From an optimization exercise on the open Yosys and OpenROAD flow, aimed at a short achievable clock period and few clock cycles per item; shortcuts taken in it are not production practice. RTL that was checked went through simulation tests only; none was proved equivalent to the original. Power and IR drop assume default switching activity.

==> flow/design.v (excerpt) <==
module legv8Core (
	input logic clock,
	input logic rst,
	input logic [XLEN-1:0] imemData,  
	output logic [XLEN-1:0] imemAddr,
	output logic commitValid,
	output logic [XLEN-1:0] commitPc,
	output logic commitRegWrite,
	output logic [REG_ADDR_W-1:0] commitRd,
	output logic [XLEN-1:0] commitRegData,
	output logic commitMemWrite,
	output logic [DMEM_INDEX_W-1:0] commitMemIndex,
	output logic [XLEN-1:0] commitStoreData
);
Size in the first run: ~170 I/O pins, ~100000 um^2 of cells after synthesis.
Settings: LEC_CHECK=0, ABC_CLOCK_PERIOD_IN_PS=500, CAP_MARGIN=20, CORE_MARGIN=2, CORE_UTILIZATION=50, SLEW_MARGIN=20, TNS_END_PERCENT=100; clock period 13.0 ns.
standard.sh (not shown) runs the stock make flow with config.mk's settings and CLKGATE_MAP_FILE= SYNTH_SCRIPT=/design/flow/synth_recipe.tcl, a recipe that flattens the netlist after the stock synthesis.
==> flow/flow/run.sh <==
#!/bin/bash
# The standard layout, with three changes to how it is made:
# - the timing repair is asked to leave this much setup slack at the design's
#   clock period, so that it shortens every path as far as it can;
# - the port buffers are plain buffers, which the repair can then size up,
#   instead of the delay buffers buffer_ports picks by default;
# - the pins of rst and commitValid are placed next to each other (pins.tcl).
set -euo pipefail
bash standard.sh "BUFFER_PORTS_ARGS=-buffer_cell sky130_fd_sc_hd__buf_4" \
	"PRE_IO_PLACEMENT_TCL=$(pwd)/flow/pins.tcl" \
	SETUP_SLACK_MARGIN=7.6 finish > standard_make.log 2>&1
==> flow/flow/pins.tcl <==
# rst and commitValid are joined by a combinational path (commitValid is low
# while rst is high); keep their pins side by side so that path stays short.
set_io_pin_constraint -group -order -pin_names {rst commitValid}
Change:
==> flow/flow/run.sh (replaced) <==
#!/bin/bash
# The standard layout, with two changes to how it is made:
# - the timing repair is asked to leave this much setup slack at the design's
#   clock period, so that it shortens every path as far as it can;
# - the port buffers are plain buffers, which the repair can then size up,
#   instead of the delay buffers buffer_ports picks by default.
set -euo pipefail
bash standard.sh "BUFFER_PORTS_ARGS=-buffer_cell sky130_fd_sc_hd__buf_4" SETUP_SLACK_MARGIN=7.6 finish > standard_make.log 2>&1
--- a/flow/config.mk
+++ b/flow/config.mk
@@ -6,5 +6,5 @@
 export NUM_CORES = 4
 export LEC_CHECK = 0
-export ABC_CLOCK_PERIOD_IN_PS = 500
+export ABC_CLOCK_PERIOD_IN_PS = 2000
 export CAP_MARGIN = 20
 export CORE_MARGIN = 2
removed: flow/flow/pins.tcl
Outcome: Critical path depth is lower by 6; power is lower by 1.6%; global-route usage is higher by 1.1 points; routed wire length is higher by 2.9%; utilization is lower by 0.19 points; setup slack gets worse by 9.9 ps.
Change:
--- a/flow/config.mk
+++ b/flow/config.mk
@@ -9,5 +9,5 @@
 export CAP_MARGIN = 20
 export CORE_MARGIN = 2
-export CORE_UTILIZATION = 50
+export CORE_UTILIZATION = 35
 export SLEW_MARGIN = 20
 export TNS_END_PERCENT = 100
After rerunning:
- non-clock buffer count rises by 26
- via count stays flat
- core utilization drops by 16 points
- sequential share of layout area shrinks by 0.69 points
Function was not checked in any run of this note: the RTL went through the layout flow alone.


before:
legv8Core, a different RTL version from the one above (not shown whole).
Size in the first run: ~170 I/O pins, roughly 100,000 um^2 of cells after synthesis.
export LEC_CHECK = 0
export ABC_CLOCK_PERIOD_IN_PS = 2000
export CAP_MARGIN = 20
export CORE_MARGIN = 2
export CORE_UTILIZATION = 50
export SLEW_MARGIN = 20
export TNS_END_PERCENT = 100
create_clock -name core_clock -period 13.0 [get_ports {clock}]
==> flow/flow/run.sh <==
#!/bin/bash
# The standard layout, with two changes to how it is made:
# - the timing repair is asked to leave this much setup slack at the design's
#   clock period, so that it shortens every path as far as it can;
# - the port buffers are plain buffers, which the repair can then size up,
#   instead of the delay buffers buffer_ports picks by default.
set -euo pipefail
bash standard.sh "BUFFER_PORTS_ARGS=-buffer_cell sky130_fd_sc_hd__buf_4" SETUP_SLACK_MARGIN=8.0 finish > standard_make.log 2>&1
Testbench counts of before, summed over its fixed seeds: cycles 24,024, commits 24,000.
Here is what was changed in the inputs of after compared with before.
diff --git a/flow/flow/run.sh b/flow/flow/run.sh
--- a/flow/flow/run.sh
+++ b/flow/flow/run.sh
@@ -6,3 +6,3 @@
 #   instead of the delay buffers buffer_ports picks by default.
 set -euo pipefail
-bash standard.sh "BUFFER_PORTS_ARGS=-buffer_cell sky130_fd_sc_hd__buf_4" SETUP_SLACK_MARGIN=8.0 finish > standard_make.log 2>&1
+bash standard.sh "BUFFER_PORTS_ARGS=-buffer_cell sky130_fd_sc_hd__buf_4" SETUP_SLACK_MARGIN=7.6 finish > standard_make.log 2>&1
Results
[after vs before] cell count: lower in after. Looking at final design instance area without fill, after sits 1.1% below before. after completed end to end with timing, DRC and antenna clean. In after, the leakage power total came out 0.50 nW below the value in before.

port drivers added, routing unchanged:
In the flow no input, the clock included, has a driving cell. The finished layouts below were timed again as built, in two steps. Step 1 sets driving cells, clkbuf_16 on the clock port and buf_2 on the other inputs (assumed; they add their load-dependent delay and slew). Step 2 also shifts input and output timing later by t, the mid clock arrival at the registers, as if the neighbouring blocks saw the same clock. Three values: ideal, step 1, step 2; two values: the first two.
run	t (ns)	setup slack, ns	slew at the worst register clock pin (ns)	cell pins on the clock port's net
the first run of note 1	0.975	7.481 / 7.430 / 6.573	0.08 / 0.08	1
the second run of note 1	0.936	7.471 / 7.422 / 6.722	0.08 / 0.08	1
the third run of note 1	0.962	7.436 / 7.387 / 6.594	0.07 / 0.07	1
before	0.967	7.498 / 7.457 / 6.806	0.07 / 0.07	1
after	0.964	7.480 / 7.438 / 6.751	0.07 / 0.07	1
After both steps every run listed still meets setup and hold. The setup slack of the first run of note 1, which loses most, moves by -0.051 ns with the drivers and by -0.908 ns with both steps.
